This is an optimization exercise on Yosys and OpenROAD, whose aim is small area, a short achievable clock period and few clock cycles per item, not a production implementation. Where RTL was checked, it was by simulation tests only, not by an equivalence proof against the original. Only the layout flow was run in runs 4 to 7; the RTL was not checked for function there. Power and IR drop assume default switching activity.

$ cat flow/design.v
`timescale 1ns/1ns
`default_nettype none
package pkt_comm_pkg;
	typedef logic [7:0] pkt_type_t;
	typedef logic [15:0] pkt_id_t;
	typedef logic [23:0] pkt_len_t;    
	typedef logic [31:0] checksum_t;
	typedef logic [15:0] out_word_t;   
	localparam pkt_type_t PKT_COMM_VERSION = 8'd2;
	localparam pkt_type_t PKT_TYPE_WORD_LIST = 8'd1;
	localparam pkt_type_t PKT_TYPE_CMP_CONFIG = 8'd3;
	localparam int PKT_MAX_TYPE = 6;
	localparam pkt_type_t OUTPKT_TYPE_CMP_RESULT = 8'hD4;
	localparam pkt_type_t OUTPKT_TYPE_PROCESSING_DONE = 8'hD2;
	localparam int ERR_INPKT_CHECKSUM = 0;    
	localparam int ERR_INPKT_LEN = 1;         
	localparam int ERR_INPKT_TYPE = 2;        
	localparam int ERR_PKT_VERSION = 3;       
	localparam int ERR_CMP_CONFIG = 7;        
	localparam int ERR_CMP_UNCONFIGURED = 0;  
endpackage
`default_nettype wire
`timescale 1ns/1ns
`default_nettype none
package cmp_pkg;
	localparam int HASH_ADDR_BITS_MAX = 16;
	typedef logic [31:0] hash_t;
	typedef logic [31:0] word_num_t;
	typedef logic [HASH_ADDR_BITS_MAX-1:0] hash_num_t;
endpackage
`default_nettype wire
`timescale 1ns/1ns
`default_nettype none
module md5crypt_cmp (
	input wire PKT_COMM_CLK,
	input wire rst_n,
	input wire [7:0] din,                    
	output logic rd_en,
	input wire empty,
	output logic [15:0] dout,                
	output logic wr_en,
	input wire full,
	output logic [7:0] pkt_comm_status,
	output logic [7:0] app_status
);
	localparam int H0 = 0;    
	localparam int H1 = 1;    
	localparam int HC = 2;    
	localparam int PY = 3;    
	localparam int PC = 4;    
	logic [3:0] ph;           
	logic [1:0] q;            
	logic rdy;
	logic nro;                
	logic [4:0] st;           
	logic e_ver, e_type, e_len, e_chk, e_cfg, e_unc;
	logic is_cfg;             
	logic [10:0] lenw;        
	logic lbad;               
	logic mism;               
	logic [31:0] sum;         
	logic cy;                 
	logic [9:0] ci;           
	logic [4:0] count;        
	logic cbad;
	logic wok;                
	logic last;               
	logic cfg_end;            
	logic [4:0] hc;           
	logic [31:0] tbl [16];    
	logic [15:0] mf;          
	logic fin;                
	logic hit;                
	logic done_pend;
	logic [7:0] d1;
	logic t_h0, t_h1, t_cs, t_py;
	logic busy;
	logic nbo;                
	logic [3:0] cnt;          
	logic c11;                
	logic odone;
	logic [15:0] oid;
	logic [10:0] oval;
	logic [3:0] ohn;
	assign rd_en = ~nro;
	wire take = rdy & ~empty;
	wire halt = e_ver | e_type | e_len | e_chk;
	wire l0 = ph[0];
	wire l1 = ph[1];
	wire l2 = ph[2];
	wire l3 = ph[3];
	wire m0 = ph[1];
	wire m1 = ph[2];
	wire m3 = ph[0];
	wire in_h0 = st[H0];
	wire in_h1 = st[H1];
	wire in_hc = st[HC];
	wire in_py = st[PY];
	wire in_pc = st[PC];
	wire in_cs = in_hc | in_pc;
	wire [10:0] ci_inc = {1'b0, ci} + 11'd1;
	wire byte_mm = (din ^ sum[7:0]) != 8'hFF;    
	wire ev = in_h0 & l0 & (din != 8'd2);
	wire et = in_h0 & l1 & (din != 8'd1) & (din != 8'd3);
	wire el = in_h1 & l2 & ((din != 8'd0) | lbad | (lenw == 11'd0) | (lenw[10] & (lenw[9:0] != 10'd0)));
	wire ec = in_cs & l3 & (mism | byte_mm);
	wire err_now = take & (ev | et | el | ec);
	wire pkt_end = take & in_pc & l3 & ~mism & ~byte_mm;
	wire adv = take & l3;    
	wire [4:0] st_n = {
		(in_pc & ~adv) | (in_py & adv & last),
		(in_py & ~(adv & last)) | (in_hc & adv),
		(in_hc & ~adv) | (in_h1 & adv),
		(in_h1 & ~adv) | (in_h0 & adv),
		(in_h0 & ~adv) | (in_pc & adv)};
	wire s1_cfg = t_py & is_cfg;
	wire s1_wl = t_py & ~is_cfg;
	wire cw = ci == 10'h3FF;                       
	wire wr_ok = s1_cfg & wok;                     
	logic [15:0] eq, we, mask;
	always_comb begin
		for (int i = 0; i < 16; i++) begin
			eq[i] = tbl[i][31:24] == d1;
			we[i] = wr_ok & (ci[3:0] == 4'(i));
			mask[i] = 5'(i) < hc;
		end
	end
	always_ff @(posedge PKT_COMM_CLK) begin
		for (int i = 0; i < 16; i++)
			tbl[i] <= {tbl[i][7:0], we[i] ? d1 : tbl[i][31:24], tbl[i][23:8]};
	end
	wire s1_add = t_h0 | t_h1 | t_py;
	wire [7:0] aa = t_h0 ? 8'h00 : sum[31:24];
	wire [7:0] ap = aa ^ d1;
	wire [7:0] ag = aa & d1;
	logic [8:0] ac;
	logic [7:0] gg, gp;
	always_comb begin
		gg[0] = ag[0];
		gp[0] = ap[0];
		for (int i = 1; i < 8; i++) begin
			gg[i] = ag[i] | (ap[i] & gg[i-1]);
			gp[i] = ap[i] & gp[i-1];
		end
		ac[0] = ~m0 & cy;
		for (int i = 1; i < 9; i++)
			ac[i] = gg[i-1] | (gp[i-1] & ac[0]);
	end
	wire [8:0] add = {ac[8], ap ^ ac[7:0]};
	wire [7:0] sum_2 = s1_add ? add[7:0] : t_cs ? 8'h00 : sum[31:24];
	always_ff @(posedge PKT_COMM_CLK) begin
		sum <= {sum[7:0], sum_2, sum[23:8]};
		if (s1_add)
			cy <= add[8];
		if (take & in_cs)
			mism <= (~l0 & mism) | byte_mm;
	end
	wire hitpend = fin & hit;
	wire ofin = c11 & ~full;                      
	wire ofree = ~busy | ofin;
	wire load_res = hitpend & ofree;
	wire done_now = ofree & ~hitpend & ~is_cfg;
	wire load_now = rdy & in_pc & l3 & done_now;
	wire load_pend = done_pend & ofree & ~hitpend;
	wire busy_n = load_res | load_pend | (pkt_end & done_now) | (busy & ~ofin);
	logic [15:0] mf_n;
	always_comb begin
		if (s1_wl)
			mf_n = (m0 ? mask : mf) & eq;
		else if (load_res)
			mf_n = 16'd0;
		else
			mf_n = mf;
	end
	logic [3:0] hn;
	always_comb begin
		hn = 4'd0;
		for (int i = 15; i >= 0; i--)
			if (mf[i]) hn = 4'(i);
	end
	wire allow_b2 = ~done_pend & ~hitpend & (~busy | (cnt >= 4'd5) | ((cnt == 4'd4) & ~full));
	wire s2 = (|mf_n) & busy & ~ofin;
	wire b2_stall = in_h0 & l1 & ~allow_b2;
	wire c0_take = l3 & ~is_cfg & (in_hc | (in_py & ~last));
	wire c0_wait = l3 & ~is_cfg & in_py;
	wire rdy_take = ~err_now & ~b2_stall & ~(c0_take & s2);
	wire rdy_wait = (q == 2'd1) & ~b2_stall & ~(c0_wait & s2);
	wire rdy_n = ~halt & (take ? rdy_take : rdy_wait);
	always_ff @(posedge PKT_COMM_CLK or negedge rst_n) begin
		if (!rst_n) begin
			ph <= 4'b1000;
			q <= 2'd1;
			rdy <= 1'b0;
			nro <= 1'b1;
			st <= 5'b00001;
			e_ver <= 1'b0;
			e_type <= 1'b0;
			e_len <= 1'b0;
			e_chk <= 1'b0;
			e_cfg <= 1'b0;
			e_unc <= 1'b0;
			hc <= 5'd0;
			fin <= 1'b0;
			done_pend <= 1'b0;
			busy <= 1'b0;
			nbo <= 1'b1;
			cfg_end <= 1'b0;
			t_h0 <= 1'b0;
			t_h1 <= 1'b0;
			t_cs <= 1'b0;
			t_py <= 1'b0;
		end else begin
			ph <= {ph[2:0], ph[3]};
			q <= take ? 2'd0 : q - 2'd1;
			st <= st_n;
			rdy <= rdy_n;
			nro <= ~rdy_n;
			if (take & ev) e_ver <= 1'b1;
			if (take & et) e_type <= 1'b1;
			if (take & el) e_len <= 1'b1;
			if (take & ec) e_chk <= 1'b1;
			cfg_end <= pkt_end & is_cfg;
			t_h0 <= take & in_h0;
			t_h1 <= take & in_h1;
			t_cs <= take & in_cs;
			t_py <= take & in_py;
			if (s1_cfg & cw & m1 & (cbad | (d1 != 8'd0)))
				e_cfg <= 1'b1;                      
			if (s1_cfg & ~cw & m3 & ~wok)
				e_cfg <= 1'b1;                      
			if (cfg_end) begin
				if (ci != {5'd0, count})
					e_cfg <= 1'b1;                  
				else if (!e_cfg)
					hc <= count;
			end
			if (s1_wl & m3) begin
				fin <= 1'b1;
				if (hc == 5'd0)
					e_unc <= 1'b1;
			end else if ((s1_wl & m0) | load_res)
				fin <= 1'b0;
			done_pend <= (done_pend & ~load_pend) | (pkt_end & ~is_cfg & ~done_now);
			busy <= busy_n;
			nbo <= ~busy_n;
		end
	end
	logic [9:0] ci_n;
	logic [4:0] count_n;
	logic cbad_n;
	always_comb begin
		ci_n = ci;
		if (take & in_hc)
			ci_n = 10'h3FF;
		else if (t_py & m3)
			ci_n = ci_inc[9:0];
		count_n = count;
		cbad_n = cbad;
		if (s1_cfg & cw & m0) begin
			count_n = d1[4:0];
			cbad_n = (d1 == 8'd0) | (d1 > 8'd16);
		end else if (s1_cfg & cw & m1)
			cbad_n = cbad | (d1 != 8'd0);
	end
	wire [10:0] psum = oval + {7'd0, ohn};
	logic [15:0] nxt;
	always_comb begin
		case (cnt)
		4'd0: nxt = oid;
		4'd1: nxt = 16'h0008;
		4'd3: nxt = odone ? 16'h2DF5 : 16'h2BF5;
		4'd4: nxt = ~oid;
		4'd5: nxt = {5'd0, oval};
		4'd7: nxt = {12'd0, ohn};
		4'd9: nxt = ~{5'd0, psum};
		4'd10: nxt = 16'hFFFF;
		default: nxt = 16'h0000;
		endcase
	end
	always_ff @(posedge PKT_COMM_CLK) begin
		d1 <= din;
		if (take & in_h0 & l1)
			is_cfg <= din[1];
		if (take & in_h0 & l2)
			oid[7:0] <= din;
		if (take & in_h0 & l3)
			oid[15:8] <= din;
		if (take & in_h1 & l0) begin
			lenw[5:0] <= din[7:2];
			lbad <= din[1:0] != 2'd0;
		end
		if (take & in_h1 & l1) begin
			lenw[10:6] <= din[4:0];
			lbad <= lbad | (din[7:5] != 3'd0);
		end
		ci <= ci_n;
		count <= count_n;
		cbad <= cbad_n;
		if (take & in_hc)
			wok <= 1'b0;
		else if (t_py & m3)
			wok <= cw ? ~cbad : wok & (ci_inc[4:0] != count);
		last <= (ci + 10'd2) == lenw[9:0];
		mf <= mf_n;
		hit <= |mf_n;
		if (load_res) begin
			odone <= 1'b0;
			oval <= {1'b0, ci};
			ohn <= hn;
			cnt <= 4'd0;
			c11 <= 1'b0;
			dout <= 16'hD402;
		end else if (load_now | load_pend) begin
			odone <= 1'b1;
			oval <= ci_inc;
			ohn <= 4'd0;
			cnt <= 4'd0;
			c11 <= 1'b0;
			dout <= 16'hD202;
		end else if (busy & ~full) begin
			cnt <= cnt + 4'd1;
			c11 <= cnt == 4'd10;
			dout <= nxt;
		end
	end
	assign wr_en = ~(nbo | full);
	assign pkt_comm_status = {e_cfg, 3'b000, e_ver, e_type, e_len, e_chk};
	assign app_status = {7'd0, e_unc};
endmodule
`default_nettype wire
$ cat flow/run.sh
#!/bin/bash
# synth_recipe.tcl (not shown) runs the flow's synth.tcl, then flattens the netlist and writes it again
# the make line also repeats each setting of config.mk as NAME=value (left out here)
make -C /OpenROAD-flow-scripts/flow DESIGN_CONFIG=/design/flow/config.mk WORK_HOME=/design/flow/orfs CLKGATE_MAP_FILE= SYNTH_SCRIPT=/design/flow/synth_recipe.tcl finish
$ cat flow/config.mk
export PLATFORM = sky130hd
export DESIGN_NAME = md5crypt_cmp
export DESIGN_NICKNAME = md5crypt_cmp
export VERILOG_FILES = /design/flow/design.v
export SDC_FILE = /design/flow/constraint.sdc
export NUM_CORES = 4
export LEC_CHECK = 0
export CAP_MARGIN = 20
export CORE_MARGIN = 2
export CORE_UTILIZATION = 55
export CTS_CLUSTER_DIAMETER = 80
export CTS_CLUSTER_SIZE = 30
export SETUP_SLACK_MARGIN = 2.7
export SLEW_MARGIN = 20
$ cat flow/constraint.sdc
create_clock -name core_clock -period 5.0 [get_ports {PKT_COMM_CLK}]
set_input_delay 1.0000 -clock core_clock [delete_from_list [all_inputs] [get_ports {PKT_COMM_CLK}]]
set_output_delay 1.0000 -clock core_clock [all_outputs]
set_load 0.01 [all_outputs]
==> run notes, run 1 <==
Status: finished clean
Most frequent cells in the layout: dfxtp_1 (592), mux2_2 (127), xor2_1 (108)
Final Cycle Share: 0.477
Die H: 202 um
Drt total wl: 47.7 mm
Worst-case reg-to-reg path depth: 9
GRT Total Usage: 0.234
CTS Sinks: 688
Vias in the first global route: 12229
Hold Path Class: flip-flop to flip-flop
Total of flip-flops plus latches after synthesis: 688
Max_cap viols: 0
Layout area overhead: 13.6%
Hold path depth: 0
Worst slew pin tran: 0.960 ns
Startpoint Class: flip-flop
Clock insertion delay at the later pin of the skew report: 0.61 ns
Grt total ovfl: 0
Worst path max stage delay: 0.43 ns
Yosys Warn Count: 2
Port Buffers: 35
Worst-path fanout max: 6
Cell variety after synth: 68
Die area: 0.0409 mm^2
Setup CP Type: flip-flop to flip-flop
R2r setup slk: 2.62 ns
Worst hold endpoint: tbl[1][28]
CTS Root Cell: clkbuf_16
Residual DRC: 0
Final hold slack: 0.325 ns
Register area share after synthesis: 0.668
Critical Path RT: 5.49 ns
FMAX: 0.420 GHz
CP endpoint kind: flip-flop
RD Place Congestion: 0.888
Syn Inst Count: 1731
Commonest non-fill, non-tap cell in the layout: dfxtp_1
Total core area: 0.0387 mm^2
FF-to-FF Start: d1[7]
CP most frequent cell: nor4_4
Setup TNS: 0 ns
Crit path max-delay cell type: dfxtp_4
Crit-path cells: buf_4, xor2_1, nor4_2, o2111ai_1, o2bb2ai_1, nor4_4, nand4_1, nor4_4, o31a_1
Max Buffers Root-to-Sink: 3
Ports: 46
Routed len/inst: 20.3 um
Fin. Hold Viols: 0
Worst EP arrival: 2.87 ns
First-pass GRT wire length: 73.3 mm
Via count: 12466
Vias per inst: 5.30
Initial DRC count: 696
PD cells: 392 mW/mm^2
Number of synthesized flops with an enable pin: 51
Number of diodes: 0
H-tree Lvls: 1
Routed Antenna Nets: 0
CTS Buf Count: 30
Initial antenna violation count: 0
Leak pwr: 9.95 nW
Slew headroom: 0.355
Mean Syn Cell Area: 12.5 um^2
Largest net degree at the start of global routing: 34
Setup skew after layout: 0.0210 ns
Die X: 202 um
DP Wirelength: 29.1 mm
VDD IR-drop max: 333 uV
Layout cell share with drive strength beyond 1: 0.213
Final Max Slew Viols: 0
Min-delay src: tbl[1][4]
Nets: 1855
Worst r2r dst: rdy
Ys async rst share: 0.0480
Clk slew on worst S/H paths: 0.11 ns
Cts hold-fix bufs: 0
Top delay family on crit path: compound AO/OA/AOI/OAI gates
Post-synthesis cell area: 0.0216 mm^2
Pre-Repair DR Iteration Count: 7
CTS tree: done
Final core occ: 0.634
Minimum clock period: 2.38 ns
Final setup vio count: 0
Initial Utilization: 0.559
Rows: 72
RSZ-0062 raised after global routing: true
Buf/Inv on CP: 1
Synth Flop Type: dfxtp_1
how the worst max path moves through the flow:
stage	start	to	cells after the start
4_1_cts	nbo	wr_en	2
3_3_place_gp	full	rdy	9
5_1_grt	d1[7]	rdy	9
3_5_place_dp	full	rdy	9
2_1_floorplan	full	rdy	9
6_report	d1[7]	rdy	9
where the power goes:
part / internal (mW) / switching [mW]
Clock: 1.25 / 1.73
Combinational: 0.374 / 0.529
Sequential: 5.64 / 0.113
what timing repair did:
item	CTS	global route
resized for setup	138	70
buffers inserted	77	7
pin swaps	24	27
endpoints found under the setup margin	173	113
worst reg2reg max path, delay by kind of cell, from the launching register on:
family                 cells  cell delay (ns)
AO/OA/AOI/OAI              3             0.81
AND/OR/NAND/NOR            4             0.67
buffers and inverters      1             0.17
XOR/XNOR                   1             0.16
flip-flops                 1             0.43
metal layers:
layer / global-route usage / vias up / share of wire
met5: 0 / - / 0
met4: 0.0631 / 0 / 0.028
met2: 0.375 / 314 / 0.46
met1: 0.336 / 6061 / 0.47
met3: 0.0285 / 74 / 0.043
li1: - / 6017 / -
flip-flops by register name (all words and copies together) (netlist names), 2 cells and up, named ones only:
register  count
cnt           4
q             2
mf           16
hc            5
lenw         11
dout         16
tbl         512
oid          16
ph            4
ohn           4
count         5
d1            8
ci           10
sum          32
st            2
oval         11
final cells by class:
type                    instances  area [um^2]
flip-flops and latches        688        14500
fillers                      3070        14200
inverters                      41          156
repair buffers                136         1260
clock buffers                  36          836
clock inverters                10          138
well taps                     518          648
multi-input cells             921         7030
cells in the mapped netlist (26+ instances only):
| cell | number | area share |
|---|---|---|
| inv_1 | 41 | 0.0071 |
| dfrtp_1 | 28 | 0.032 |
| xnor2_1 | 85 | 0.034 |
| mux2_2 | 127 | 0.066 |
| a21oi_1 | 26 | 0.0060 |
| o21ai_0 | 52 | 0.012 |
| xor2_1 | 109 | 0.044 |
| nand2_1 | 104 | 0.018 |
| nor3_1 | 39 | 0.0090 |
| dfxtp_1 | 604 | 0.56 |
| nand3_1 | 35 | 0.0081 |
| nor2_1 | 86 | 0.015 |
| edfxtp_1 | 51 | 0.071 |
| clkbuf_1 | 47 | 0.0082 |
logic make-up after synthesis:
logic type,synth area share
other,0.000173
AND/OR/NAND/NOR,0.0851
buffers and inverters,0.0280
multiplexers,0.0670
XOR/XNOR,0.0785
adder cells (fa/ha/maj),0.0152
flip-flops,0.668
AO/OA/AOI/OAI,0.0580
stage by stage:
stage | instance area [um^2] | setup WS (ns) | total power [mW] | std cells
after floorplan | 21700 | 2.34 | 6.41 | 1740
after global placement | 22400 | 1.41 | 6.73 | 2220
after detailed placement | 22400 | 1.39 | 6.74 | 2220
after CTS | 24300 | 2.57 | 9.71 | 2343
after global routing | 24600 | 2.59 | 10.0 | 2350
final | 24600 | 2.62 | 9.64 | 2350
Testbench counts, summed over its fixed seeds: cycles 37,298, items 8,714.
==> run 2: changes to the inputs <==
--- a/flow/config.mk
+++ b/flow/config.mk
@@ -7,8 +7,8 @@
 export LEC_CHECK = 0
 export CAP_MARGIN = 20
 export CORE_MARGIN = 2
-export CORE_UTILIZATION = 55
+export CORE_UTILIZATION = 45
 export CTS_CLUSTER_DIAMETER = 80
 export CTS_CLUSTER_SIZE = 30
-export SETUP_SLACK_MARGIN = 2.7
+export SETUP_SLACK_MARGIN = 2.62
 export SLEW_MARGIN = 20
==> run 2 against run 1 <==
Compared with the run above:
- still clean on timing, DRC and antenna
- cell count is 2.3% higher
- via count decreased by 1.7%
- clock power fell by 5%
- first-iteration DRC count increased by 40%
- synthesized cell count is the same
- critical path type unchanged
==> run notes, run 2 <==
Largest register FFs: 512 (unchanged)
Die X: 223 um (+10%)
Top-count cell post-synth: dfxtp_1
Final hold slack: 0.318 ns (-0.00689 ns)
Cell variety after synth: 68 (unchanged)
Worst-case reg-to-reg path depth: 8 (-1)
Critical Path RT: 5.50 ns (about the same)
Syn Inst Count: 1731 (unchanged)
Startpoint Class: flip-flop
Commonest cells post-synth: dfxtp_1 (604), mux2_2 (127), xor2_1 (109)
R2r setup slk: 2.64 ns (+0.02 ns)
PD cells: 394 mW/mm^2 (+0.46%)
Port Buffers: 35 (unchanged)
Final setup vio count: 0 (unchanged)
FMAX: 0.423 GHz (+0.89%)
Rows: 80 (+11%)
CTS tree: done
Drt total wl: 46.3 mm (-2.9%)
Hold Path Class: flip-flop to flip-flop
Min-delay src: tbl[8][22]
Register area share after synthesis: 0.668 (unchanged)
Most frequent cells in the layout: dfxtp_1 (590), mux2_2 (127), xor2_1 (108)
Most flops, register: tbl
Initial Utilization: 0.454 (-0.104)
RSZ-0062 raised after global routing: true
Pre-Repair DR Iteration Count: 5 (-2)
Number of synthesized flops with an enable pin: 51 (unchanged)
First-pass GRT wire length: 72.0 mm (-1.8%)
DP Wirelength: 29.6 mm (+1.7%)
Worst slew pin tran: 0.880 ns (-0.0799 ns)
Number of diodes: 0 (unchanged)
Area leader, netlist: dfxtp_1
Layout area overhead: 10.9%
Via count: 12259 (-1.7%)
Residual DRC: 0 (unchanged)
Worst r2r dst: rdy
Clock insertion delay at the later pin of the skew report: 0.61 ns (about the same)
Setup CP Type: flip-flop to flip-flop
Fin. Hold Viols: 0 (unchanged)
H-tree Lvls: 1 (unchanged)
CTS Root Cell: clkbuf_16
Final Cycle Share: 0.473 (-0.00422)
Cts hold-fix bufs: 0 (unchanged)
CTS Sinks: 688 (unchanged)
Setup skew after layout: 0.0267 ns (+0.00572 ns)
Vias per inst: 5.10 (-3.9%)
Status: finished clean
Minimum clock period: 2.36 ns (-0.0211 ns)
Vias in the first global route: 12158 (-0.58%)
Max Buffers Root-to-Sink: 3 (unchanged)
Setup TNS: 0 ns (unchanged)
Commonest non-fill, non-tap cell in the layout: dfxtp_1
Final Max Slew Viols: 0 (unchanged)
Initial DRC count: 974 (+40%)
Worst EP arrival: 2.86 ns (about the same)
Hold path depth: 0 (unchanged)
GRT Total Usage: 0.185 (-0.0482)
Synth top area share: 0.559 (unchanged)
Post-synthesis cell area: 0.0216 mm^2 (unchanged)
Yosys Warn Count: 2 (unchanged)
Layout cell share with drive strength beyond 1: 0.171 (-0.0425)
Final WS setup: 2.64 ns (+0.0211 ns)
Mean Syn Cell Area: 12.5 um^2 (unchanged)
Synth Flop Type: dfxtp_1
Ys async rst share: 0.0480 (unchanged)
Nets: 1817 (-2.0%)
Total core area: 0.0476 mm^2 (+23%)
Largest net degree at the start of global routing: 36 (+5.9%)
FF-to-FF Start: d1[2]
RD Place Congestion: 0.876 (-1.3%)
Synth top area cells: dfxtp_1 (56%), edfxtp_1 (7.1%), mux2_2 (6.6%)
Worst slack at placement: 1.27 ns (-0.120 ns)
Worst-path fanout max: 18 (+12)
Worst hold endpoint: tbl[8][14]
Routed len/inst: 19.3 um (-5.1%)
Ports: 46 (unchanged)
Regs by FF count: tbl: 512 flops, sum: 32 flops
Max_cap viols: 0 (unchanged)
Grt total ovfl: 0 (unchanged)
Initial antenna violation count: 1 (+1)
Clk slew on worst S/H paths: 0.11 ns (about the same)
VDD IR-drop max: 227 uV (-32%)
Die area: 0.0499 mm^2 (+22%)
Total of flip-flops plus latches after synthesis: 688 (unchanged)
Leak pwr: 9.63 nW (-3.3%)
Die H: 223 um (+10%)
CP endpoint kind: flip-flop
Slew headroom: 0.411 (+0.0560)
Routed Antenna Nets: 0 (unchanged)
CTS Buf Count: 29 (-3.3%)
[run 2: cell counts after synthesis]
Identical to the previous run, type by type.
[run 2: logic make-up (layout without fill, tap and decap cells)]
logic type                 after synthesis  count (layout)  share of synthesized area
xor gates and xnor gates               194             194                     0.0785
AOI/OAI and AO/OA                      186             186                     0.0580
adders and majority gates               25              25                     0.0152
muxes                                  129             129                     0.0670
DFF                                    688             688                      0.668
other                                    1              10                   0.000173
and+or+nand+nor                        377             377                     0.0851
buffers and inverters                  131             181                     0.0280
[run 2: worst max-delay path by stage]
stage | from | to | slack [ns] | cells after the start
3_3_place_gp | full | oval[3] | 1.38 | 7
3_5_place_dp | full | dout[7] | 1.27 | 8
2_1_floorplan | full | rdy | 2.34 | 9
4_1_cts | full | wr_en | 2.51 | 3
5_1_grt | is_cfg | tbl[6][17] | 2.54 | 4
6_report | d1[2] | rdy | 2.64 | 8
[run 2: what timing repair did]
item	4_1_cts	5_1_grt
endpoints found under the setup margin	130	98
gates resized for setup	98	32
gates cloned	1	0
setup buffers	40	4
pin swaps	8	11
[run 2: layout make-up]
class	count	area, um^2
inverter	41	158
timing repair inverter	1	7.51
tap	615	769
fill	4184	23600
timing repair buffer	98	852
sequential	688	14500
multi-input combinational	921	6840
clock inverter	7	106
clock buffer	34	766
[run 2: stage by stage]
stage | power [mW] | instance area, um^2 | util | instances
finish | 9.46 | 24000 | 0.504 | 2405
global route | 9.84 | 24000 | 0.504 | 2405
CTS | 9.52 | 23900 | 0.501 | 2401
detailed placement | 6.75 | 22500 | 0.472 | 2319
global placement | 6.74 | 22500 | 0.472 | 2319
floorplan | 6.41 | 21700 | - | 1740
[run 2: power by group]
group | internal [mW] | switching, mW
combinational | 0.350 | 0.528
clock | 1.14 | 1.69
sequential | 5.65 | 0.110
total | 7.13 | 2.32
[run 2: layer usage]
layer | vias to the layer above | routed length, um | track usage
met5 | - | 0 | 0
met4 | 0 | 1260 | 0.0460
met1 | 5981 | 22000 | 0.261
li1 | 5908 | - | -
met2 | 292 | 21300 | 0.305
met3 | 78 | 1790 | 0.0230
[run 2: worst max-delay path: stages, from the launching register on]
cell	delay, ns
dfxtp_2	0.48
buf_6	0.27
xor2_1	0.10
nor3_1	0.40
o2111ai_1	0.24
and4_1	0.26
nand4_1	0.16
nor4_4	0.07
o31a_1	0.25
==> run 3: changes to the inputs <==
--- a/flow/config.mk
+++ b/flow/config.mk
@@ -10,5 +10,6 @@
 export CORE_UTILIZATION = 45
 export CTS_CLUSTER_DIAMETER = 80
 export CTS_CLUSTER_SIZE = 30
+export PLACE_DENSITY = 0.75
 export SETUP_SLACK_MARGIN = 2.62
 export SLEW_MARGIN = 20
==> run 3 against run 2 <==
Compared with the run above:
- still clean on timing, DRC and antenna
- cell count about the same
- non-clock buffer count is 3 higher
- clock skew down 0.0014 ns
- worst setup slack got worse by 0.060 ns
- maximum frequency fell by 2.5%
- design area increased by 0.41%
- hold slack better by 0.0064 ns
- sequential share of layout area decreased by 0.22 points
- flip-flop and latch count stayed put
- combinational power rose by 1%
- utilization grew 0.20 points
- critical path type unchanged
- highest routed layer unchanged
==> run notes, run 3 <==
Final setup vio count: 0 (unchanged)
CP endpoint kind: flip-flop
Vias per inst: 5.21 (+2.2%)
Yosys Warn Count: 2 (unchanged)
Gr busiest metal: met2
Final Cycle Share: 0.485 (+0.0121)
Clock insertion delay at the later pin of the skew report: 0.62 ns (about the same)
Comb pwr share: 0.096 (+0.003)
Vias in the first global route: 12431 (+2.2%)
Worst-path fanout max: 7 (-11)
Layout cell share with drive strength beyond 1: 0.183 (+0.0116)
Drt total wl: 46.6 mm (+0.55%)
Grt total ovfl: 0 (unchanged)
Total of flip-flops plus latches after synthesis: 688 (unchanged)
Minimum clock period: 2.42 ns (+0.0604 ns)
Worst slew pin tran: 0.958 ns (+0.0783 ns)
Clk slew on worst S/H paths: 0.12 ns (about the same)
Residual DRC: 0 (unchanged)
Die X: 223 um (unchanged)
Port Buffers: 35 (unchanged)
Final Max Slew Viols: 0 (unchanged)
Cell variety after synth: 68 (unchanged)
Initial Utilization: 0.454 (unchanged)
Slew headroom: 0.356 (-0.0549)
GR Util met2: 0.293 (-0.0119)
Cts hold-fix bufs: 0 (unchanged)
Worst path max stage delay: 0.54 ns (+0.06 ns)
Max Buffers Root-to-Sink: 3 (unchanged)
Largest register FFs: 512 (unchanged)
Status: finished clean
RSZ-0062 raised after global routing: true
Most frequent cells in the layout: dfxtp_1 (588), mux2_2 (127), xor2_1 (109)
Setup skew after layout: 0.0253 ns (-0.00137 ns)
Rows: 80 (unchanged)
FMAX: 0.413 GHz (-2.5%)
Synth Flop Type: dfxtp_1
Hold Path Class: flip-flop to flip-flop
Internal: 7.03 mW (-1.4%)
Regs by FF count: tbl: 512 flops, sum: 32 flops
Seq pwr share: 0.619 (+0.010)
Pre-Repair DR Iteration Count: 5 (unchanged)
Top delay family on crit path: simple AND/OR/NAND/NOR gates
Post-synthesis cell area: 0.0216 mm^2 (unchanged)
Register area share after synthesis: 0.668 (unchanged)
Synth top area share: 0.559 (unchanged)
GR Util met1: 0.264 (+0.00313)
Largest net degree at the start of global routing: 36 (unchanged)
Routed len/inst: 19.4 um (+0.51%)
Max_cap viols: 0 (unchanged)
Routed Antenna Nets: 0 (unchanged)
GR Util met3: 0.0246 (+0.00158)
Critical Path RT: 5.51 ns (about the same)
Ys async rst share: 0.0480 (unchanged)
First-pass GRT wire length: 72.6 mm (+0.87%)
Setup TNS: 0 ns (unchanged)
Startpoint Class: flip-flop
Nets: 1818 (+0.055%)
Die area: 0.0499 mm^2 (unchanged)
Area leader, netlist: dfxtp_1
CTS tree: done
Ports: 46 (unchanged)
Top-count cell post-synth: dfxtp_1
Mean Syn Cell Area: 12.5 um^2 (unchanged)
Number of diodes: 0 (unchanged)
Switch share: 0.244 (-0.00196)
Dpl cell area: 0.0225 mm^2 (-0.21%)
Crit path max-delay cell type: edfxtp_1
Most flops, register: tbl
GRT Total Usage: 0.187 (+0.00127)
Initial DRC count: 1099 (+13%)
Die H: 223 um (unchanged)
Syn Inst Count: 1731 (unchanged)
Synth top area cells: dfxtp_1 (56%), edfxtp_1 (7.1%), mux2_2 (6.6%)
Buf/Inv on CP: 1 (unchanged)
Leak pwr: 9.64 nW (+0.14%)
VDD IR-drop max: 380 uV (+68%)
Layout area overhead: 11.4%
Commonest non-fill, non-tap cell in the layout: dfxtp_1
Initial antenna violation count: 1 (unchanged)
Worst EP arrival: 2.93 ns (+0.07 ns)
Number of synthesized flops with an enable pin: 51 (unchanged)
DP Wirelength: 28.9 mm (-2.6%)
Setup CP Type: flip-flop to flip-flop
Final Instance Area: 0.0241 mm^2 (+0.41%)
Fin. Hold Viols: 0 (unchanged)
P_sw: 2.27 mW (-2.4%)
Crit-path cells: nand2b_4, buf_4, a2111oi_0, nand3_1, and4_1, nand4_1, nor4_4, o31a_1
CTS Sinks: 688 (unchanged)
Clock power frac: 0.285 (-0.013)
H-tree Lvls: 1 (unchanged)
CTS Buf Count: 27 (-6.9%)
PD cells: 386 mW/mm^2 (-2.0%)
Total core area: 0.0476 mm^2 (unchanged)
CTS Root Cell: clkbuf_16
RD Place Congestion: 0.877 (about the same)
Via count: 12533 (+2.2%)
Commonest cells post-synth: dfxtp_1 (604), mux2_2 (127), xor2_1 (109)
## run 3: cell counts after synthesis
Identical to the previous run, type by type.
## run 3: per-stage QoR
step / utilization / hold WS (ns) / power, mW / instances / setup slack, ns
after floorplan: - / 0.310 / 6.41 / 1740 / 2.34
after global placement: 0.471 / 0.310 / 6.74 / 2315 / 1.48
after detailed placement: 0.471 / 0.312 / 6.76 / 2315 / 1.36
after CTS: 0.501 / 0.329 / 9.34 / 2396 / 2.54
after global routing: 0.506 / 0.332 / 9.65 / 2406 / 2.46
final: 0.506 / 0.325 / 9.30 / 2406 / 2.58
## run 3: routing by layer
metal  wire length, um  part of all wire
met5                 0                 0
met4              1940             0.042
met3              2660             0.057
met2             20600              0.44
met1             21400              0.46
## run 3: power by group through the flow
stage | Sequential [mW] | Clock [mW] | Combinational, mW
after global routing | 5.78 | 2.90 | 0.969
after CTS | 5.76 | 2.70 | 0.877
after global placement | 5.90 | 0 | 0.834
after detailed placement | 5.91 | 0 | 0.854
final | 5.76 | 2.65 | 0.890
after floorplan | 5.85 | 0 | 0.556
## run 3: final timing paths
path,start,endpoint,slack (ns),cells past startpoint
max,is_cfg,rdy,2.58,8
min reg2reg,tbl[5][18],tbl[5][10],0.32,0
max reg2reg,is_cfg,rdy,2.58,8
max in group asynchronous,rst_n,t_h0,3.93,1
min,tbl[5][18],tbl[5][10],0.32,0
min in group asynchronous,rst_n,e_type,0.47,1
## run 3: cells by family after synthesis
kind of cell	synth area share
AOI/OAI and AO/OA	0.0580
xor gates and xnor gates	0.0785
adders and majority gates	0.0152
buffers and inverters	0.0280
DFF	0.668
muxes	0.0670
other	0.000173
and+or+nand+nor	0.0851
## run 3: area by class of cell
cell class                      instances  area [um^2]
Timing Repair inverter                  1         7.51
Fill cell                            4088        23500
Tap cell                              615          769
Inverter                               41          158
Clock inverter                          4         55.1
Clock buffer                           35          716
Timing Repair Buffer                  101          950
Sequential cell                       688        14500
Multi-Input combinational cell        921         6940
## run 3: worst register-to-register path: cells and delay by family, from the launching register on
| family | cells | cell delay [ns] |
|---|---|---|
| and+or+nand+nor | 5 | 0.97 |
| DFF | 1 | 0.54 |
| AOI/OAI and AO/OA | 2 | 0.65 |
| buffers and inverters | 1 | 0.17 |
## run 3: timing repair
item,in CTS,in global routing
buffers inserted,40,10
gates cloned,2,0
pin swaps,7,7
endpoints found under the setup margin,122,94
gates resized for setup,119,44
==> run 4: changes to the inputs <==
--- a/flow/design.v
+++ b/flow/design.v
@@ -179,7 +179,7 @@
 			if (mf[i]) hn = 4'(i);
 	end
 	wire allow_b2 = ~done_pend & ~hitpend & (~busy | (cnt >= 4'd5) | ((cnt == 4'd4) & ~full));
-	wire s2 = (|mf_n) & busy & ~ofin;
+	wire s2 = hit & busy & ~ofin;    
 	wire b2_stall = in_h0 & l1 & ~allow_b2;
 	wire c0_take = l3 & ~is_cfg & (in_hc | (in_py & ~last));
 	wire c0_wait = l3 & ~is_cfg & in_py;
--- a/flow/config.mk
+++ b/flow/config.mk
@@ -10,6 +10,5 @@
 export CORE_UTILIZATION = 45
 export CTS_CLUSTER_DIAMETER = 80
 export CTS_CLUSTER_SIZE = 30
-export PLACE_DENSITY = 0.75
 export SETUP_SLACK_MARGIN = 2.62
 export SLEW_MARGIN = 20
==> run 4 against run 3 <==
Compared with the run above:
- worst setup slack better by 0.025 ns
- sequential power hardly changed
- critical path depth is 3 lower
- non-clock buffer count is 20 lower
- clock power is 13% higher
- maximum frequency is 1.0% higher
- count of clock-buffer cells in the layout stayed put
- global-route usage is 1.1 points lower
- area after synthesis is 0.45% lower
- critical path type unchanged
- cell count is 1.8% lower
- flip-flop and latch count stayed put
==> run notes, run 4 <==
Commonest cells post-synth: dfxtp_1 (604), mux2_2 (129), xor2_1 (114)
Initial DRC count: 930 (-15%)
Total of flip-flops plus latches after synthesis: 688 (unchanged)
Setup CP Type: flip-flop to flip-flop
Die area: 0.0496 mm^2 (-0.44%)
Comb pwr share: 0.095 (about the same)
Largest net degree at the start of global routing: 34 (-5.6%)
Die X: 223 um (-0.22%)
Max_cap viols: 0 (unchanged)
Internal: 7.28 mW (+3.5%)
Metal-1 WL: 20.9 mm (-2.5%)
Yosys Warn Count: 2 (unchanged)
Final hold slack: 0.316 ns (-0.00905 ns)
Hold Path Class: flip-flop to flip-flop
Vias in the first global route: 11642 (-6.3%)
Fin. Hold Viols: 0 (unchanged)
Vias per inst: 5.06 (-2.9%)
RD Place Congestion: 0.843 (-3.8%)
Status: finished clean
Final setup vio count: 0 (unchanged)
Routed len/inst: 18.7 um (-3.2%)
Clock insertion delay at the later pin of the skew report: 0.61 ns (about the same)
CTS Sinks: 688 (unchanged)
Regs by FF count: tbl: 512 flops, sum: 32 flops
Routed Antenna Nets: 0 (unchanged)
Post-synthesis cell area: 0.0215 mm^2 (-0.45%)
PD cells: 407 mW/mm^2 (+5.4%)
Port Buffers: 35 (unchanged)
Synth Flop Type: dfxtp_1
Initial Utilization: 0.454 (about the same)
Register area share after synthesis: 0.671 (+0.00299)
Worst EP arrival: 2.91 ns (-0.02 ns)
Most flops, register: tbl
Cell variety after synth: 73 (+7.4%)
CTS Root Cell: clkbuf_16
FMAX: 0.417 GHz (+1.0%)
Number of diodes: 0 (unchanged)
Rows: 80 (unchanged)
Number of synthesized flops with an enable pin: 51 (unchanged)
Critical Path RT: 5.51 ns (about the same)
Largest register FFs: 512 (unchanged)
Setup TNS: 0 ns (unchanged)
Initial antenna violation count: 0 (-1)
Nets: 1771 (-2.6%)
Grt total ovfl: 0 (unchanged)
H-tree Lvls: 1 (unchanged)
Ports: 46 (unchanged)
Ys async rst share: 0.0480 (unchanged)
RSZ-0062 raised after global routing: true
Syn Inst Count: 1699 (-1.8%)
Final Max Slew Viols: 0 (unchanged)
P_sw: 2.42 mW (+6.8%)
CTS Buf Count: 31 (+15%)
Clk slew on worst S/H paths: 0.10 ns (-0.02 ns)
Startpoint Class: flip-flop
Slew headroom: 0.356 (about the same)
Residual DRC: 0 (unchanged)
CP endpoint kind: flip-flop
Area leader, netlist: dfxtp_1
First-pass GRT wire length: 67.6 mm (-6.8%)
Synth top area cells: dfxtp_1 (56%), edfxtp_1 (7.1%), mux2_2 (6.7%)
Leak pwr: 9.59 nW (-0.49%)
Via count: 11946 (-4.7%)
Switch share: 0.250 (+0.00569)
Max Buffers Root-to-Sink: 3 (unchanged)
Met3 WL post-DR: 1.63 mm (-39%)
DP Wirelength: 29.2 mm (+1.0%)
Most frequent cells in the layout: dfxtp_1 (590), mux2_2 (129), xor2_1 (114)
Worst slew pin tran: 0.964 ns (+0.00556 ns)
Final Cycle Share: 0.480 (-0.00491)
GRT Total Usage: 0.175 (-0.0114)
Clock power frac: 0.309 (+0.024)
VDD IR-drop max: 288 uV (-24%)
Pre-Repair DR Iteration Count: 5 (unchanged)
Layout cell share with drive strength beyond 1: 0.172 (-0.0109)
Setup skew after layout: 0.0272 ns (+0.00187 ns)
Total core area: 0.0474 mm^2 (-0.42%)
Drt total wl: 44.3 mm (-5.0%)
DR WL met2: 20.6 mm (+0.24%)
Seq pwr share: 0.596 (-0.023)
CTS tree: done
Worst-path fanout max: 8 (+1)
Fillers: 4215 (+3.1%)
Mean Syn Cell Area: 12.7 um^2 (+1.4%)
Top-count cell post-synth: dfxtp_1
Minimum clock period: 2.40 ns (-0.0246 ns)
Top layer reached by signal wires: met4
Die H: 223 um (-0.22%)
Synth top area share: 0.561 (+0.00250)
Layout area overhead: 10.8%
Commonest non-fill, non-tap cell in the layout: dfxtp_1
## run 4: cell types whose count changed in the layout (fill, tap and decap cells not counted), sizes merged, moves of 7 or more
cell	change
nand3	-10
a21oi	+7
nor2	-13
nand2	-14
buf	-20
o32ai	-7
## run 4: critical path: stages, from the launching register on
cell,delay [ns]
edfxtp_1,0.52
nand2_1,0.21
nor2_1,0.40
nand2_1,0.31
nor2_2,0.47
mux2_2,0.40
## run 4: per-layer routing
metal / up-vias / global-route usage
met3: 67 / 0.0202
met4: 0 / 0.0535
li1: 5812 / -
met1: 5837 / 0.244
met5: - / 0
met2: 230 / 0.287
## run 4: path summary, 6_finish.rpt
| kind | from | to | slack (ns) | depth (start not counted) |
|---|---|---|---|---|
| max in group asynchronous | rst_n | ph[1] | 3.82 | 2 |
| setup reg to reg | is_cfg | tbl[8][23] | 2.60 | 5 |
| min in group asynchronous | rst_n | fin | 0.80 | 2 |
| hold reg to reg | tbl[6][0] | tbl[6][24] | 0.32 | 0 |
| hold / removal | tbl[6][0] | tbl[6][24] | 0.32 | 0 |
| setup / recovery | is_cfg | tbl[8][23] | 2.60 | 5 |
## run 4: power by group through the flow
stage          clock network [mW]  registers (mW)  logic (mW)
5_1_grt                      3.30            5.80        1.02
3_3_place_gp                    0            5.92       0.892
3_5_place_dp                    0            5.92       0.910
2_1_floorplan                   0            5.87       0.587
6_report                     3.00            5.78       0.925
4_1_cts                      3.10            5.79       0.883
## run 4: cell type report
cell class | instances | area, um^2 | area share
clock buffer | 35 | 821 | 0.0344
multi-input combinational | 897 | 6760 | 0.283
clock inverter | 11 | 173 | 0.00724
sequential | 688 | 14500 | 0.608
tap | 615 | 769 | 0.0323
inverter | 35 | 133 | 0.00556
timing repair buffer | 81 | 704 | 0.0295
## run 4: cells by family after synthesis
logic type	Yosys count	share of synthesized area
and+or+nand+nor	343	0.0799
adders and majority gates	25	0.0152
other	1	0.000174
buffers and inverters	123	0.0260
DFF	688	0.671
muxes	132	0.0688
xor gates and xnor gates	193	0.0785
AOI/OAI and AO/OA	194	0.0604
## run 4: what timing repair did
item | in CTS | in global routing
gates resized for setup | 92 | 39
hold buffers | 0 | 0
setup buffers | 11 | 15
endpoints found under the setup margin | 164 | 150
pin swaps | 2 | 11
## run 4: per-stage QoR
step	utilization	instance area (um^2)	total power, mW	setup slack, ns	cells
2_1_floorplan	-	21600	6.46	2.35	1708
3_3_place_gp	0.473	22400	6.81	1.56	2290
3_5_place_dp	0.473	22400	6.83	1.49	2290
4_1_cts	0.498	23600	9.77	2.52	2347
5_1_grt	0.503	23900	10.1	2.53	2362
6_report	0.503	23900	9.70	2.60	2362
==> run 5: changes to the inputs <==
--- a/flow/config.mk
+++ b/flow/config.mk
@@ -10,5 +10,5 @@
 export CORE_UTILIZATION = 45
 export CTS_CLUSTER_DIAMETER = 80
 export CTS_CLUSTER_SIZE = 30
-export SETUP_SLACK_MARGIN = 2.62
+export SETUP_SLACK_MARGIN = 2.7
 export SLEW_MARGIN = 20
==> run 5 against run 4 <==
Compared with the run above:
- design area rose by 2.0%
- area after synthesis did not move
- hold slack got worse by 0.020 ns
- count of clock-buffer cells in the layout did not move
- worst setup slack improved by 0.053 ns
- first-iteration DRC count rose by 6.5%
==> run notes, run 5 <==
Top-count cell post-synth: dfxtp_1
CTS tree: done
Residual DRC: 0 (unchanged)
Final Cycle Share: 0.469 (-0.0106)
Register area share after synthesis: 0.671 (unchanged)
Ports: 46 (unchanged)
CP most frequent cell: inv_1
Hold path depth: 0 (unchanged)
Synth top area cells: dfxtp_1 (56%), edfxtp_1 (7.1%), mux2_2 (6.7%)
PD cells: 403 mW/mm^2 (-0.94%)
Synth top area share: 0.561 (unchanged)
Drt total wl: 45.4 mm (+2.5%)
Routed len/inst: 18.9 um (+1.1%)
Clock power frac: 0.313 (+0.004)
Fillers: 4120 (-2.3%)
RD Place Congestion: 0.858 (+1.8%)
Hold Path Class: flip-flop to flip-flop
R2r setup slk: 2.65 ns (+0.05 ns)
VDD IR-drop max: 229 uV (-21%)
Worst EP arrival: 2.86 ns (-0.05 ns)
Status: finished clean
Yosys Warn Count: 2 (unchanged)
Critical Path RT: 5.51 ns (about the same)
Nets: 1803 (+1.8%)
Max_cap viols: 0 (unchanged)
Clk slew on worst S/H paths: 0.11 ns (about the same)
Final WS setup: 2.65 ns (+0.0529 ns)
Ys async rst share: 0.0480 (unchanged)
Vias per inst: 5.03 (-0.57%)
Syn Inst Count: 1699 (unchanged)
Number of diodes: 0 (unchanged)
Rows: 80 (unchanged)
Fin. Hold Viols: 0 (unchanged)
Vias in the first global route: 11812 (+1.5%)
Area leader, netlist: dfxtp_1
Pre-Repair DR Iteration Count: 5 (unchanged)
Internal: 7.39 mW (+1.5%)
Grt total ovfl: 0 (unchanged)
Cts hold-fix bufs: 0 (unchanged)
Area of the multi-input gates: 0.00689 mm^2 (+1.9%)
Slew headroom: 0.439 (+0.0830)
Die X: 223 um (unchanged)
Switch share: 0.246 (-0.00326)
Final setup vio count: 0 (unchanged)
Mean Syn Cell Area: 12.7 um^2 (unchanged)
Min-delay src: tbl[8][18]
Worst path max stage delay: 0.40 ns (-0.12 ns)
Worst hold endpoint: tbl[8][10]
RSZ-0062 raised after global routing: true
DP Wirelength: 28.8 mm (-1.2%)
Setup CP Type: flip-flop to flip-flop
Final core occ: 0.513 (+0.0103)
Leak pwr: 9.80 nW (+2.2%)
Largest net degree at the start of global routing: 34 (unchanged)
Synth Flop Type: dfxtp_1
Crit path max-delay cell type: edfxtp_1
Largest register FFs: 512 (unchanged)
Minimum clock period: 2.35 ns (-0.0529 ns)
Worst slack at placement: 1.50 ns (+0.0139 ns)
Worst r2r dst: dout[6]
Die H: 223 um (unchanged)
Clock insertion delay at the later pin of the skew report: 0.64 ns (+0.03 ns)
Most frequent cells in the layout: dfxtp_1 (586), mux2_2 (129), xor2_1 (113)
Layout cell share with drive strength beyond 1: 0.201 (+0.0290)
Die area: 0.0496 mm^2 (unchanged)
Total core area: 0.0474 mm^2 (unchanged)
Initial DRC count: 990 (+6.5%)
Post-synthesis cell area: 0.0215 mm^2 (unchanged)
Worst slew pin tran: 0.839 ns (-0.124 ns)
Via count: 12039 (+0.78%)
Final Max Slew Viols: 0 (unchanged)
Port Buffers: 35 (unchanged)
FMAX: 0.426 GHz (+2.3%)
Commonest cells post-synth: dfxtp_1 (604), mux2_2 (129), xor2_1 (114)
Regs by FF count: tbl: 512 flops, sum: 32 flops
Layout area overhead: 13.0%
CTS Sinks: 688 (unchanged)
Seq pwr share: 0.589 (-0.007)
GRT Total Usage: 0.179 (+0.00335)
Most flops, register: tbl
Initial antenna violation count: 0 (unchanged)
Routed Antenna Nets: 0 (unchanged)
Crit-path cells: ha_2, inv_1, fa_2, inv_1, a21o_1, a21oi_4, or3_1, a32o_2, a221oi_2, nor2_1
Cell variety after synth: 73 (unchanged)
Worst-path fanout max: 5 (-3)
Max Buffers Root-to-Sink: 3 (unchanged)
Register Area: 0.0145 mm^2 (about the same)
Startpoint Class: flip-flop
Number of synthesized flops with an enable pin: 51 (unchanged)
Setup skew after layout: 0.0513 ns (+0.0241 ns)
Initial Utilization: 0.454 (unchanged)
H-tree Lvls: 1 (unchanged)
CTS Root Cell: clkbuf_16
First-pass GRT wire length: 68.9 mm (+1.9%)
Worst-case reg-to-reg path depth: 10 (+5)
CP endpoint kind: flip-flop
Setup TNS: 0 ns (unchanged)
FF-to-FF Start: oval[0]
Total of flip-flops plus latches after synthesis: 688 (unchanged)
P_sw: 2.42 mW (-0.23%)
Comb pwr share: 0.098 (+0.003)
CTS Buf Count: 30 (-3.2%)
Commonest non-fill, non-tap cell in the layout: dfxtp_1
==> run 5: cell counts after synthesis <==
Identical to the previous run, type by type.
==> run 5: final cells by class <==
type                       count  share of cell area
multi-input combinational    897               0.283
clock buffer                  35              0.0338
inverter                      35             0.00560
sequential                   688               0.596
clock inverter                10             0.00745
tap                          615              0.0316
timing repair buffer         114              0.0428
==> run 5: power groups by stage <==
stage                     registers (mW)  clock network [mW]  logic [mW]
final                               5.78                3.07       0.958
after global routing                5.80                3.34        1.06
after CTS                           5.78                3.15       0.908
after detailed placement            5.92                   0       0.904
after global placement              5.92                   0       0.895
after floorplan                     5.87                   0       0.587
==> run 5: kinds of logic (layout without fill, tap and decap cells) <==
group / count (synthesis) / in the layout / share of synthesized area
AOI/OAI and AO/OA: 194 / 194 / 0.0604
muxes: 132 / 132 / 0.0688
and+or+nand+nor: 343 / 343 / 0.0799
adders and majority gates: 25 / 25 / 0.0152
buffers and inverters: 123 / 194 / 0.0260
xor gates and xnor gates: 193 / 193 / 0.0785
other: 1 / 10 / 0.000174
DFF: 688 / 688 / 0.671
==> run 5: stage by stage <==
| stage | instances | hold slack, ns | total power, mW | area [um^2] |
|---|---|---|---|---|
| 3_3_place_gp | 2290 | 0.310 | 6.81 | 22500 |
| 6_report | 2394 | 0.296 | 9.81 | 24300 |
| 5_1_grt | 2394 | 0.324 | 10.2 | 24300 |
| 4_1_cts | 2367 | 0.310 | 9.84 | 23900 |
| 2_1_floorplan | 1708 | 0.310 | 6.46 | 21600 |
| 3_5_place_dp | 2290 | 0.312 | 6.82 | 22500 |
==> run 5: what timing repair did <==
action | CTS | global route
buffers inserted | 32 | 27
setup endpoints to repair | 188 | 165
resized for setup | 127 | 76
pin swaps | 11 | 25
endpoints found under the hold margin | 0 | 0
==> run 5: worst max-delay path by stage <==
stage | start | endpoint | slack [ns] | cells past startpoint
after global placement | full | hit | 1.54 | 8
after global routing | oval[0] | dout[6] | 2.59 | 10
final | oval[0] | dout[6] | 2.65 | 10
after detailed placement | full | hit | 1.50 | 8
after floorplan | full | hit | 2.35 | 8
after CTS | t_py | tbl[3][22] | 2.45 | 5
==> run 5: critical path, delay by kind of cell (launching register included) <==
kind,cells,cell delay (ns)
adder cells (fa/ha/maj),2,0.56
AO/OA/AOI/OAI,4,0.77
flip-flops,1,0.40
AND/OR/NAND/NOR,2,0.38
buffers and inverters,2,0.12
==> run 5: routing by layer <==
metal | wire (um) | up-vias | global-route usage | part of all wire
met1 | 21400 | 5834 | 0.246 | 0.47
met3 | 1800 | 65 | 0.0291 | 0.040
met5 | 0 | - | 0 | 0
li1 | - | 5894 | - | -
met2 | 21100 | 246 | 0.293 | 0.46
met4 | 1120 | 0 | 0.0476 | 0.025
==> run 6: changes to the inputs <==
--- a/flow/config.mk
+++ b/flow/config.mk
@@ -7,7 +7,7 @@
 export LEC_CHECK = 0
 export CAP_MARGIN = 20
 export CORE_MARGIN = 2
-export CORE_UTILIZATION = 45
+export CORE_UTILIZATION = 50
 export CTS_CLUSTER_DIAMETER = 80
 export CTS_CLUSTER_SIZE = 30
 export SETUP_SLACK_MARGIN = 2.7
==> run 6 against run 5 <==
Compared with the run above:
- sequential power is essentially flat
- hold slack gained 0.020 ns
- non-clock buffer count grew 1
- critical path depth is the same
- highest routed layer unchanged
- critical endpoint unchanged
- design area shrank 0.60%
- first-iteration DRC count shrank 22%
- maximum frequency grew 0.97%
- count of clock-buffer cells in the layout grew 4
- routed wire length shrank 1.6%
==> run notes, run 6 <==
Cell variety after synth: 73 (unchanged)
Residual DRC: 0 (unchanged)
Worst slew pin tran: 0.777 ns (-0.0624 ns)
DP Wirelength: 29.0 mm (+0.69%)
Dpl cells: 2220 (-3.1%)
Layout cell share with drive strength beyond 1: 0.202 (+0.00168)
Final Instance Area: 0.0242 mm^2 (-0.60%)
CTS Buf Count: 30 (unchanged)
Syn Inst Count: 1699 (unchanged)
Port Buffers: 35 (unchanged)
Final core occ: 0.566 (+0.0524)
Hold Path Class: flip-flop to flip-flop
Post-synthesis cell area: 0.0215 mm^2 (unchanged)
Grt total ovfl: 0 (unchanged)
Fin. Hold Viols: 0 (unchanged)
Initial DRC count: 768 (-22%)
CTS Root Cell: clkbuf_16
Largest register FFs: 512 (unchanged)
Switch share: 0.247 (+0.000622)
Max_cap viols: 0 (unchanged)
Clock insertion delay at the later pin of the skew report: 0.62 ns (-0.02 ns)
H-tree Lvls: 1 (unchanged)
Worst-path fanout max: 2 (-3)
Synth Flop Type: dfxtp_1
Dpl cell area: 0.0224 mm^2 (-0.38%)
RSZ-0062 raised after global routing: true
P_sw: 2.41 mW (about the same)
Area leader, netlist: dfxtp_1
Clk slew on worst S/H paths: 0.11 ns (about the same)
RD Place Congestion: 0.868 (+1.1%)
Nets: 1805 (+0.11%)
Number of synthesized flops with an enable pin: 51 (unchanged)
Vias per inst: 5.16 (+2.5%)
Initial antenna violation count: 0 (unchanged)
Rows: 76 (-5.0%)
CTS Sinks: 688 (unchanged)
Internal: 7.37 mW (-0.34%)
Synth top area cells: dfxtp_1 (56%), edfxtp_1 (7.1%), mux2_2 (6.7%)
Regs by FF count: tbl: 512 flops, sum: 32 flops
Clock power frac: 0.312 (about the same)
Pre-Repair DR Iteration Count: 7 (+2)
Critical Path RT: 5.50 ns (about the same)
Worst EP arrival: 2.82 ns (-0.04 ns)
Ports: 46 (unchanged)
Final Max Slew Viols: 0 (unchanged)
Status: finished clean
Setup CP Type: flip-flop to flip-flop
Commonest cells post-synth: dfxtp_1 (604), mux2_2 (129), xor2_1 (114)
Final Cycle Share: 0.465 (-0.00449)
Most frequent cells in the layout: dfxtp_1 (586), mux2_2 (129), xor2_1 (114)
First-pass GRT wire length: 67.1 mm (-2.6%)
Most flops, register: tbl
Crit-path cells: ha_2, inv_2, fa_2, inv_2, a21o_1, a21oi_4, or3_1, a32o_2, a221oi_2, nor2_1
Crit path max-delay cell type: edfxtp_1
Largest net degree at the start of global routing: 34 (unchanged)
Number of diodes: 0 (unchanged)
Mean Syn Cell Area: 12.7 um^2 (unchanged)
Cts hold-fix bufs: 0 (unchanged)
Commonest non-fill, non-tap cell in the layout: dfxtp_1
Synth top area share: 0.561 (unchanged)
Slew headroom: 0.482 (+0.0428)
Die area: 0.0448 mm^2 (-9.8%)
Register area share after synthesis: 0.671 (unchanged)
Setup skew after layout: 0.0183 ns (-0.0330 ns)
CP endpoint kind: flip-flop
Max Buffers Root-to-Sink: 3 (unchanged)
Leak pwr: 9.80 nW (about the same)
Total of flip-flops plus latches after synthesis: 688 (unchanged)
Top-count cell post-synth: dfxtp_1
Die X: 212 um (-5.0%)
Comb pwr share: 0.097 (about the same)
Drt total wl: 44.6 mm (-1.6%)
Ys async rst share: 0.0480 (unchanged)
PD cells: 404 mW/mm^2 (+0.34%)
VDD IR-drop max: 264 uV (+15%)
GRT Total Usage: 0.196 (+0.0175)
Seq pwr share: 0.590 (about the same)
Fillers: 3643 (-12%)
Die H: 212 um (-5.0%)
Vias in the first global route: 11504 (-2.6%)
Final setup vio count: 0 (unchanged)
CTS tree: done
Total core area: 0.0428 mm^2 (-9.8%)
Routed Antenna Nets: 0 (unchanged)
Minimum clock period: 2.32 ns (-0.0225 ns)
Worst path max stage delay: 0.39 ns (about the same)
CP most frequent cell: inv_2
Layout area overhead: 12.3%
Via count: 12012 (-0.22%)
Initial Utilization: 0.503 (+0.0494)
FMAX: 0.430 GHz (+0.97%)
Routed len/inst: 19.2 um (+1.1%)
Yosys Warn Count: 2 (unchanged)
Setup TNS: 0 ns (unchanged)
Finished Layout Cells: 2330 (-2.7%)
Startpoint Class: flip-flop
==> run 6: cell counts after synthesis <==
Identical to the previous run, type by type.
==> run 6: worst paths after layout <==
path / start / to / slack, ns / cells past startpoint
min in group asynchronous: rst_n / fin / 0.46 / 1
setup reg to reg: ohn[0] / dout[6] / 2.68 / 10
max in group asynchronous: rst_n / hc[3] / 4.00 / 1
setup / recovery: ohn[0] / dout[6] / 2.68 / 10
hold / removal: tbl[11][14] / tbl[11][6] / 0.32 / 0
hold reg to reg: tbl[11][14] / tbl[11][6] / 0.32 / 0
==> run 6: power groups by stage <==
stage / Sequential (mW) / Combinational, mW / Clock [mW]
final: 5.78 / 0.951 / 3.05
after global routing: 5.79 / 1.05 / 3.33
after CTS: 5.79 / 0.889 / 3.14
after detailed placement: 5.92 / 0.907 / 0
after global placement: 5.91 / 0.895 / 0
after floorplan: 5.87 / 0.587 / 0
==> run 6: area by class of cell <==
class	count	area [um^2]	area share
Timing Repair Buffer	115	970	0.0401
Clock inverter	9	163	0.00672
Tap cell	546	683	0.0282
Sequential cell	688	14500	0.599
Clock buffer	39	847	0.0350
Inverter	35	139	0.00574
Multi-Input combinational cell	898	6890	0.285
==> run 6: stage by stage <==
stage / hold WS, ns / setup slack [ns] / power, mW
2_1_floorplan: 0.310 / 2.35 / 6.46
3_3_place_gp: 0.310 / 1.49 / 6.81
3_5_place_dp: 0.312 / 1.44 / 6.82
4_1_cts: 0.316 / 2.46 / 9.81
5_1_grt: 0.319 / 2.58 / 10.2
6_report: 0.316 / 2.68 / 9.78
==> run 6: kinds of logic (layout without fill, tap and decap cells) <==
kind of cell,after synthesis,after routing,share of synthesized area
fa+ha+maj,25,25,0.0152
compound gates,194,194,0.0604
buf+inv,123,198,0.0260
flops,688,688,0.671
other cells,1,10,0.000174
mux,132,132,0.0688
xor+xnor,193,193,0.0785
simple gates,343,344,0.0799
==> run 6: per-layer routing <==
| layer | GRT usage | vias up | routed length (um) |
|---|---|---|---|
| li1 | - | 5901 | - |
| met1 | 0.269 | 5805 | 20900 |
| met2 | 0.320 | 235 | 20700 |
| met3 | 0.0255 | 71 | 1590 |
| met4 | 0.0704 | 0 | 1430 |
| met5 | 0 | - | 0 |
==> run 6: critical path: cells and delay by family, from the launching register on <==
| kind | cells | cell delay [ns] |
|---|---|---|
| compound gates | 4 | 0.82 |
| fa+ha+maj | 2 | 0.54 |
| flops | 1 | 0.39 |
| simple gates | 2 | 0.38 |
| buf+inv | 2 | 0.09 |
==> run 6: repair_timing <==
item | in CTS | in global routing
hold endpoints to repair | 0 | 0
pin swaps | 10 | 20
setup endpoints to repair | 207 | 150
gates resized for setup | 113 | 78
setup buffers | 12 | 48
cloned | 0 | 2
==> run 7: changes to the inputs <==
--- a/flow/config.mk
+++ b/flow/config.mk
@@ -7,8 +7,8 @@
 export LEC_CHECK = 0
 export CAP_MARGIN = 20
 export CORE_MARGIN = 2
-export CORE_UTILIZATION = 50
+export CORE_UTILIZATION = 42
 export CTS_CLUSTER_DIAMETER = 80
 export CTS_CLUSTER_SIZE = 30
-export SETUP_SLACK_MARGIN = 2.7
+export SETUP_SLACK_MARGIN = 2.75
 export SLEW_MARGIN = 20
==> run 7 against run 6 <==
Compared with the run above:
- total power decreased by 1.9%
- sequential share of layout area decreased by 0.35 points
- hold slack improved by 0.0042 ns
- maximum frequency decreased by 1.5%
- via count increased by 1.5%
- utilization decreased by 8.2 points
- combinational power increased by 3.2%
- area after synthesis unchanged
- critical path depth decreased by 7
- non-clock buffer count increased by 3
- first-iteration DRC count increased by 28%
- critical endpoint is now wr_en
- highest routed layer unchanged
==> run notes, run 7 <==
Regs by FF count: tbl: 512 flops, sum: 32 flops
Met3 WL post-DR: 2.09 mm (+31%)
Final Max Slew Viols: 0 (unchanged)
Switch share: 0.248 (+0.00124)
Final core occ: 0.484 (-0.0817)
Drt total wl: 45.9 mm (+3.0%)
Worst EP arrival: 1.36 ns (-1.46 ns)
Layout cell share with drive strength beyond 1: 0.213 (+0.0111)
Top delay family on crit path: buffers and inverters
Top-count cell post-synth: dfxtp_1
Ports: 46 (unchanged)
Initial Utilization: 0.428 (-0.0758)
Clk slew on worst S/H paths: 0.11 ns (about the same)
Commonest non-fill, non-tap cell in the layout: dfxtp_1
FMAX: 0.424 GHz (-1.5%)
VDD IR-drop max: 285 uV (+7.9%)
H-tree Lvls: 1 (unchanged)
Rows: 82 (+7.9%)
Cts hold-fix bufs: 0 (unchanged)
Via count: 12197 (+1.5%)
Critical path startpoint: full
Register Area: 0.0145 mm^2 (+0.14%)
Pre-Repair DR Iteration Count: 7 (unchanged)
Setup skew after layout: 0.0422 ns (+0.0239 ns)
Dpl cells: 2343 (+5.5%)
Register area share after synthesis: 0.671 (unchanged)
DR WL met2: 20.5 mm (-0.81%)
Vias per inst: 4.96 (-3.7%)
CTS Buf Count: 29 (-3.3%)
CP endpoint kind: output port
Min-delay src: tbl[9][23]
Ys async rst share: 0.0480 (unchanged)
Residual DRC: 0 (unchanged)
Comb pwr share: 0.102 (+0.005)
Crit path max-delay cell type: buf_2
DP Wirelength: 29.3 mm (+1.1%)
RD Place Congestion: 0.870 (+0.30%)
P_sw: 2.38 mW (-1.4%)
Die area: 0.0531 mm^2 (+19%)
Startpoint Class: input port
GRT Total Usage: 0.168 (-0.0277)
Worst slew pin tran: 0.844 ns (+0.0672 ns)
Fin. Hold Viols: 0 (unchanged)
Number of synthesized flops with an enable pin: 51 (unchanged)
Setup TNS: 0 ns (unchanged)
Routed len/inst: 18.7 um (-2.4%)
Die H: 230 um (+8.9%)
Buf/Inv on CP: 2 (unchanged)
Worst path max stage delay: 0.13 ns (-0.26 ns)
Vias in the first global route: 11929 (+3.7%)
Max Buffers Root-to-Sink: 3 (unchanged)
Most frequent cells in the layout: dfxtp_1 (579), mux2_2 (129), xor2_1 (113)
Final setup vio count: 0 (unchanged)
Critical Path RT: 4.00 ns (-1.50 ns)
Fillers: 4439 (+22%)
Final Cycle Share: 0.472 (+0.00718)
Syn Inst Count: 1699 (unchanged)
Layout area overhead: 13.2%
Status: finished clean
Initial antenna violation count: 1 (+1)
Port Buffers: 35 (unchanged)
Hold Path Class: flip-flop to flip-flop
Crit-path cells: buf_2, nor2_2, buf_2
Top layer reached by signal wires: met4
Clock insertion delay at the later pin of the skew report: 0.63 ns (about the same)
Leak pwr: 9.79 nW (about the same)
Nets: 1808 (+0.17%)
Synth top area cells: dfxtp_1 (56%), edfxtp_1 (7.1%), mux2_2 (6.7%)
PD cells: 394 mW/mm^2 (-2.6%)
Setup CP Type: input port to output port
Cell variety after synth: 73 (unchanged)
Worst-path fanout max: 5 (+3)
FF-to-FF Start: oval[0]
Initial DRC count: 983 (+28%)
Max_cap viols: 0 (unchanged)
CTS Sinks: 688 (unchanged)
Grt total ovfl: 0 (unchanged)
Final hold slack: 0.320 ns (+0.00425 ns)
Die X: 230 um (+8.9%)
Internal: 7.22 mW (-2.1%)
Synth top area share: 0.561 (unchanged)
R2r setup slk: 2.71 ns (+0.03 ns)
CTS tree: done
Area of the multi-input gates: 0.00692 mm^2 (+0.33%)
Metal-1 WL: 21.7 mm (+3.8%)
Slew headroom: 0.433 (-0.0491)
Commonest cells post-synth: dfxtp_1 (604), mux2_2 (129), xor2_1 (114)
Largest register FFs: 512 (unchanged)
Routed Antenna Nets: 0 (unchanged)
Area leader, netlist: dfxtp_1
Mean Syn Cell Area: 12.7 um^2 (unchanged)
Seq pwr share: 0.604 (+0.014)
First-pass GRT wire length: 69.5 mm (+3.6%)
Minimum clock period: 2.36 ns (+0.0359 ns)
RSZ-0062 raised after global routing: true
Finished Layout Cells: 2458 (+5.5%)
Total of flip-flops plus latches after synthesis: 688 (unchanged)
Yosys Warn Count: 2 (unchanged)
Clock power frac: 0.294 (-0.018)
Most flops, register: tbl
CTS Root Cell: clkbuf_16
Total core area: 0.0504 mm^2 (+18%)
Largest net degree at the start of global routing: 34 (unchanged)
CP most frequent cell: buf_2
Post-synthesis cell area: 0.0215 mm^2 (unchanged)
Synth Flop Type: dfxtp_1
[run 7: per-stage QoR]
step | setup WS, ns | cell area, um^2 | power [mW]
2_1_floorplan | 2.35 | 21600 | 6.46
3_3_place_gp | 1.49 | 22500 | 6.82
3_5_place_dp | 1.49 | 22500 | 6.84
4_1_cts | 2.50 | 23900 | 9.66
5_1_grt | 2.60 | 24400 | 9.99
6_report | 2.64 | 24400 | 9.60
[run 7: worst paths after layout]
| check | cells after the start | end |
|---|---|---|
| worst max-delay path | 3 | wr_en |
| worst min-delay path | 0 | tbl[9][15] |
| worst max register to register | 10 | dout[6] |
| worst min register to register | 0 | tbl[9][15] |
| max in group asynchronous | 1 | ph[1] |
| min in group asynchronous | 1 | fin |
[run 7: cell type report]
class | instances | share of cell area
inverters | 35 | 0.00616
diodes | 1 | 0.000103
well taps | 672 | 0.0345
repair buffers | 118 | 0.0432
clock inverters | 10 | 0.00493
clock buffers | 35 | 0.0315
multi-input cells | 899 | 0.284
flip-flops and latches | 688 | 0.596
[run 7: cells by family after synthesis]
kind of cell / after synthesis / synth area share
mux: 132 / 0.0688
xor+xnor: 193 / 0.0785
compound gates: 194 / 0.0604
buf+inv: 123 / 0.0260
simple gates: 343 / 0.0799
fa+ha+maj: 25 / 0.0152
other cells: 1 / 0.000174
flops: 688 / 0.671
[run 7: power groups by stage]
stage	combinational, mW	sequential [mW]	clock [mW]
finish	0.981	5.80	2.82
global route	1.08	5.81	3.10
CTS	0.954	5.79	2.91
detailed placement	0.916	5.92	0
global placement	0.904	5.92	0
floorplan	0.590	5.87	0
[run 7: routing by layer]
layer | vias up | track usage
li1 | 5896 | -
met1 | 5928 | 0.230
met2 | 284 | 0.271
met3 | 89 | 0.0292
met4 | 0 | 0.0550
met5 | - | 0
[run 7: worst reg2reg max path: cells and delay by family, from the launching register on]
kind	cells	cell delay, ns
compound gates	4	0.79
simple gates	2	0.37
flops	1	0.38
fa+ha+maj	2	0.54
buf+inv	2	0.09
[run 7: what timing repair did]
action | 4_1_cts | 5_1_grt
resized for setup | 173 | 62
endpoints found under the setup margin | 229 | 136
cloned | 0 | 2
hold endpoints to repair | 0 | 0
setup buffers | 26 | 41
pin swaps | 13 | 24

-- re-timing with driven ports --
Ports are ideal in the flow. The routed layouts listed here were re-timed in OpenROAD. Step 1: set_driving_cell puts a clkbuf_16 on PKT_COMM_CLK and a buf_2 on each other input, an assumption about the parent block. Step 2, shift: input delay + t, output delay - t, t = (earliest + latest rising clock arrival at the registers) / 2. This alone moves slack from input paths to output paths. Slacks: ideal / step 1 / step 2; pairs: ideal / step 1.
run	t (ns)	setup slack, ns
run 1	0.657	2.616 / 2.616 / 2.080
run 2	0.655	2.637 / 2.609 / 2.028
run 3	0.659	2.577 / 2.577 / 1.982
run 4	0.658	2.602 / 2.602 / 2.076
run 5	0.669	2.655 / 2.637 / 2.052
run 6	0.664	2.677 / 2.641 / 2.129
run 7	0.664	2.641 / 2.619 / 2.159
After both steps every run listed still meets setup and hold.
